This is an optimization exercise on Yosys and OpenROAD, whose aim is small area, a short achievable clock period and few clock cycles, not a production implementation.
RTL that was checked went through simulation tests only; none was proved equivalent to the original.
Power and IR drop assume default switching activity.

==> module sched_ctrl, before the edit <==
module sched_ctrl (
    input  logic [7:0] ev_top,
    input  logic [7:0] ev_lo,
    input  logic       cur_vld,
    input  logic [7:0] cur_top,
    input  logic [7:0] cur_hc,
    output logic       fresh,
    output logic       merge
);
    assign fresh = !cur_vld || event_sched_pkg::lt16({cur_top, cur_hc}, {ev_top, ev_lo});
    assign merge = cur_vld && (ev_top == cur_top)
                   && !event_sched_pkg::lt8(cur_hc + 8'd5, ev_lo);
endmodule
==> module event_sched_top, before the edit <==
module event_sched_top #(
    parameter int NS = 3
) (
    input  logic        clk,
    input  logic        rst_n,
    input  logic [15:0] event_addr,
    input  logic        event_valid,
    output logic        event_ready,
    output logic [15:0] window_addr,
    output logic        window_valid,
    input  logic        window_ready
);
    localparam int N = NS + 1;
    logic [N-1:0]  seg_vld;
    logic [7:0]    seg_top [N];
    logic [7:0]    seg_lo  [N];
    logic [7:0]    seg_hi  [N];
    logic [NS-1:0] lo_le [NS];
    logic [7:0]    ev_top;   
    logic [7:0]    ev_lo;
    logic          ev_v;     
    logic          multi;    
    logic          rdy;      
    logic [15:0]   pos;      
    logic          wv;
    logic          first;    
    logic          fresh, merge;
    logic          room, consume, open_seg;
    logic [NS-1:0] alloc;
    assign event_ready  = rdy;
    assign window_valid = wv;
    assign window_addr  = pos;
    sched_ctrl sched_ctrl_inst (
        .ev_top(ev_top),
        .ev_lo(ev_lo),
        .cur_vld(seg_vld[NS]),
        .cur_top(seg_top[NS]),
        .cur_hc(seg_hi[NS]),
        .fresh(fresh),
        .merge(merge)
    );
    assign room     = !seg_vld[NS] || !(&seg_vld[NS-1:0]);
    assign consume  = rdy;
    assign open_seg = rdy && fresh && !merge;
    always_comb begin
        alloc = '0;
        for (int s = NS - 1; s >= 0; s--) begin
            if (!seg_vld[s]) alloc = NS'(1) << s;
        end
        if (!(open_seg && seg_vld[NS])) alloc = '0;
    end
    logic [8:0]   R;         
    logic [7:0]   C, R1, C1;
    logic [N-1:0] act, cont, cov1, later;
    logic [N*N-1:0] lo_before;
    logic [N-1:0] pick_in, pick_c1;
    logic [7:0]   ht, hc;
    logic         lo_early;
    assign R  = {first, pos[15:8] | {8{first}}};
    assign C  = pos[7:0];
    assign R1 = R[7:0] + 8'd1;
    assign C1 = C + 8'd1;
    for (genvar s = 0; s < NS; s++) begin : g_seg
        todo_lane todo_lane_inst (
            .seg_vld(seg_vld[s]),
            .seg_top(seg_top[s]),
            .seg_lo(seg_lo[s]),
            .seg_hi(seg_hi[s]),
            .row(R),
            .col(C),
            .col_inc(C1),
            .act(act[s]),
            .cont(cont[s]),
            .cov1(cov1[s]),
            .later(later[s])
        );
    end
    assign ht = seg_top[NS];
    assign hc = seg_hi[NS];
    logic       r_eq, r1_eq, r_lt, r1_lt, c1_lt;
    assign r_eq  = !first && (R[7:0] == ht);
    assign r1_eq = (R1 == ht);
    assign r_lt  = !r_eq;
    assign r1_lt = !r_eq && !r1_eq;
    assign c1_lt = (C1 != hc);    
    assign act[NS]   = seg_vld[NS] && r_eq && c1_lt;
    assign cont[NS]  = act[NS] && !event_sched_pkg::lt8(C1, seg_lo[NS]);
    assign cov1[NS]  = seg_vld[NS] && r1_eq;
    assign later[NS] = seg_vld[NS] && r1_lt;
    assign lo_early = multi;
    logic [NS-1:0] cur_first;
    always_comb begin
        for (int j = 0; j < NS; j++) begin
            cur_first[j] = !event_sched_pkg::lt8(seg_lo[j], seg_lo[NS]);
        end
    end
    always_comb begin
        for (int i = 0; i < N; i++) begin
            for (int j = 0; j < N; j++) begin
                if (i == NS)      lo_before[i*N+j] = (j == NS) ? 1'b0 : cur_first[j];
                else if (j == NS) lo_before[i*N+j] = !cur_first[i];
                else if (i < j)   lo_before[i*N+j] = lo_le[i][j];
                else              lo_before[i*N+j] = !lo_le[j][i];
            end
        end
    end
    window_picker #(.N(N)) pick_in_inst (.mask(act),   .ord(lo_before),  .pick(pick_in));
    window_picker #(.N(N)) pick_c1_inst (.mask(cov1),  .ord(lo_before),  .pick(pick_c1));
    logic        any_act, any_cont, any_c1, any_l;
    logic [7:0]  lo_in, lo_c1;
    logic        early_in, early_c1;
    logic        due;
    logic [15:0] nxt;
    logic        free;     
    logic        skip;     
    assign any_act  = |act;
    assign any_cont = |cont;
    assign any_c1   = |cov1;
    assign any_l    = |later;
    always_comb begin
        lo_in = '0; lo_c1 = '0;
        for (int s = 0; s < N; s++) begin
            lo_in    = lo_in    | ({8{pick_in[s]}} & seg_lo[s]);
            lo_c1    = lo_c1    | ({8{pick_c1[s]}} & seg_lo[s]);
        end
    end
    assign early_in = act[NS] && (!pick_in[NS] || lo_early);
    assign early_c1 = !pick_c1[NS] || lo_early;
    always_comb begin
        if (any_act) begin
            nxt = {R[7:0], any_cont ? C1 : lo_in};
            due = r_lt || (r_eq && (any_cont ? c1_lt : early_in));
        end else if (any_c1) begin
            nxt = {R1, lo_c1};
            due = r1_lt || (r1_eq && early_c1);
        end else begin
            nxt = {R1, 8'hff};
            due = 1'b0;
        end
    end
    assign free = !wv || window_ready;
    assign skip = !any_act && !any_c1 && any_l;
    always_ff @(posedge clk) begin
        ev_top <= event_addr[15:8] - 8'd2;
        ev_lo  <= event_addr[7:0] - 8'd2;
        for (int s = 0; s < NS; s++) begin
            if (alloc[s]) begin
                seg_top[s] <= seg_top[NS];
                seg_lo[s]  <= seg_lo[NS];
                seg_hi[s]  <= seg_hi[NS] + 8'd4;
                for (int j = 0; j < NS; j++) begin
                    if (j < s) lo_le[j][s] <= !cur_first[j];
                    if (j > s) lo_le[s][j] <= cur_first[j];
                end
            end
        end
        if (open_seg) begin
            seg_top[NS] <= ev_top;
            seg_lo[NS]  <= ev_lo;
            multi       <= 1'b0;
        end else if (consume && fresh) begin
            multi       <= 1'b1;
        end
        if (consume && fresh) begin
            seg_hi[NS] <= ev_lo;
        end
        if (free && (due || skip)) begin
            pos <= nxt;
        end
    end
    always_ff @(posedge clk or negedge rst_n) begin
        if (!rst_n) begin
            seg_vld <= '0;
            rdy     <= 1'b0;
            ev_v    <= 1'b0;
            wv      <= 1'b0;
            first   <= 1'b1;
        end else begin
            seg_vld[NS-1:0] <= (seg_vld[NS-1:0] & (act[NS-1:0] | cov1[NS-1:0] | later[NS-1:0]))
                               | alloc;
            if (open_seg) seg_vld[NS] <= 1'b1;
            ev_v <= event_valid && !rdy;
            rdy  <= ev_v && !rdy && (!fresh || merge || room);
            if (free) begin
                wv <= due;
                if (due || skip) first <= 1'b0;
            end
        end
    end
endmodule
export LEC_CHECK = 0
export ABC_AREA = 1
export CAP_MARGIN = 20
export CORE_MARGIN = 2
export CORE_UTILIZATION = 40
export CTS_BUF_LIST = sky130_fd_sc_hd__clkbuf_8
export PLACE_DENSITY = 0.85
export SETUP_SLACK_MARGIN = 0.5
export SLEW_MARGIN = 20
create_clock -name core_clock -period 14.5 [get_ports {clk}]
standard.sh (not shown) runs the stock make flow with config.mk's settings and CLKGATE_MAP_FILE= SYNTH_SCRIPT=/design/flow/synth_recipe.tcl, a recipe that flattens the netlist after the stock synthesis.
==> flow/flow/run.sh <==
#!/bin/bash
# The standard layout (the standard.sh, standard synthesis included), with
# three changes in how it is made:
#  - the ports get plain buffers (buf_1, upsized by repair where timing needs
#    it) in place of the default delay-cell buffers;
#  - the clock tree uses clkbuf_8 and no dummy loads;
#  - timing repair aims for 10.5 ns of setup slack at the design's clock
#    period, so the layout reaches a shorter period than the clock asks for.
# Each tool's full output goes to standard_flow.log in this folder (and ORFS's
# own per-step logs under orfs/logs/).
set -euo pipefail
export BUFFER_PORTS_ARGS="-buffer_cell sky130_fd_sc_hd__buf_1"
export CTS_ARGS="-sink_clustering_enable -repair_clock_nets -buf_list sky130_fd_sc_hd__clkbuf_8 -dont_use_dummy_load"
bash standard.sh SETUP_SLACK_MARGIN=10.5 finish > standard_flow.log 2>&1
Testbench counts at the start, summed over its fixed seeds: cycles 16,712.
Rerun with:
--- a/flow/design.v
+++ b/flow/design.v
@@ -69,17 +69,26 @@
 `timescale 1ns/1ps
 `default_nettype none
 module sched_ctrl (
-    input  logic [7:0] ev_top,
-    input  logic [7:0] ev_lo,
-    input  logic       cur_vld,
-    input  logic [7:0] cur_top,
-    input  logic [7:0] cur_hc,
-    output logic       fresh,
-    output logic       merge
-);
-    assign fresh = !cur_vld || event_sched_pkg::lt16({cur_top, cur_hc}, {ev_top, ev_lo});
-    assign merge = cur_vld && (ev_top == cur_top)
-                   && !event_sched_pkg::lt8(cur_hc + 8'd5, ev_lo);
+    input  logic [15:0] event_addr,
+    input  logic [7:0]  cur_top,
+    input  logic [7:0]  cur_hc,
+    output logic        row_gt,
+    output logic        row_eq,
+    output logic        col_gt,
+    output logic        col_near
+);
+    logic [7:0] ev_row, ev_col;
+    logic [7:0] last_row, last_col;
+    logic [8:0] near_lim;
+    assign ev_row   = event_addr[15:8];
+    assign ev_col   = event_addr[7:0];
+    assign last_row = cur_top + 8'd2;
+    assign last_col = cur_hc + 8'd2;
+    assign near_lim = {1'b0, last_col} + 9'd5;
+    assign row_gt   = event_sched_pkg::lt8(last_row, ev_row);
+    assign row_eq   = (ev_row == last_row);
+    assign col_gt   = event_sched_pkg::lt8(last_col, ev_col);
+    assign col_near = !near_lim[8] ? !event_sched_pkg::lt8(near_lim[7:0], ev_col) : 1'b1;
 endmodule
 `default_nettype wire
 `timescale 1ns/1ps
@@ -105,6 +114,8 @@
     logic [7:0]    ev_top;   
     logic [7:0]    ev_lo;
     logic          ev_v;     
+    logic          row_gt, row_eq, col_gt, col_near;
+    logic          row_gt_q, row_eq_q, col_gt_q, col_near_q;
     logic          multi;    
     logic          rdy;      
     logic [15:0]   pos;      
@@ -116,15 +127,19 @@
     assign event_ready  = rdy;
     assign window_valid = wv;
     assign window_addr  = pos;
+    assign ev_top = event_addr[15:8] - 8'd2;
+    assign ev_lo  = event_addr[7:0] - 8'd2;
     sched_ctrl sched_ctrl_inst (
-        .ev_top(ev_top),
-        .ev_lo(ev_lo),
-        .cur_vld(seg_vld[NS]),
+        .event_addr(event_addr),
         .cur_top(seg_top[NS]),
         .cur_hc(seg_hi[NS]),
-        .fresh(fresh),
-        .merge(merge)
+        .row_gt(row_gt),
+        .row_eq(row_eq),
+        .col_gt(col_gt),
+        .col_near(col_near)
     );
+    assign fresh = !seg_vld[NS] || row_gt_q || (row_eq_q && col_gt_q);
+    assign merge = seg_vld[NS] && row_eq_q && col_near_q;    
     assign room     = !seg_vld[NS] || !(&seg_vld[NS-1:0]);
     assign consume  = rdy;
     assign open_seg = rdy && fresh && !merge;
@@ -227,8 +242,10 @@
     assign free = !wv || window_ready;
     assign skip = !any_act && !any_c1 && any_l;
     always_ff @(posedge clk) begin
-        ev_top <= event_addr[15:8] - 8'd2;
-        ev_lo  <= event_addr[7:0] - 8'd2;
+        row_gt_q   <= row_gt;
+        row_eq_q   <= row_eq;
+        col_gt_q   <= col_gt;
+        col_near_q <= col_near;
         for (int s = 0; s < NS; s++) begin
             if (alloc[s]) begin
                 seg_top[s] <= seg_top[NS];
Outcome: The new run finished clean. Final area grows by 3.9%. Setup slack gets worse by 0.026 ns. Core utilization fell by 1.1 points. Sequential cell count shrinks by 12. Clock power is about the same. Total power came out higher by 6.4%. Register-to-register slack loses 0.04 ns. Via count came out higher by 11%. Wire length increases by 17%. Clock skew barely changes. Hold slack degrades by 0.015 ns. Maximum frequency goes down by 0.63%. Clock-buffer cell count stays the same. Cell count increases by 12%.
For the second run of this note, only the layout was checked, not whether the RTL still works.

-- re-timing with driven ports --
How much do the figures lean on ideal ports? The routed layouts below were timed once more, with nothing changed but the port constraints. Step 1 (the two cells are an assumption about what drives the block):
set clk [get_ports {clk}]
set_driving_cell -lib_cell sky130_fd_sc_hd__clkbuf_16 $clk
set_driving_cell -lib_cell sky130_fd_sc_hd__buf_2 [delete_from_list [all_inputs] $clk]
Step 2, shift: input delay + t, output delay - t, t = (earliest + latest rising clock arrival at the registers) / 2. This alone moves slack from input paths to output paths. Slacks: ideal / step 1 / step 2; pairs: ideal / step 1.
run	t (ns)	setup slack, ns	worst setup path at the end	clock arrival spread, ns	worst register clock-pin slew, ns
the first run	0.495	10.492 / 10.456 / 10.710	register to register	0.029 / 0.028	0.08 / 0.08
the second run	0.494	10.467 / 10.426 / 10.162	input to register	0.033 / 0.033	0.09 / 0.09
After both steps setup and hold are still met in every run listed. For the second run, which loses most, drivers alone change the setup slack by -0.041 ns; drivers and shift together by -0.305 ns.
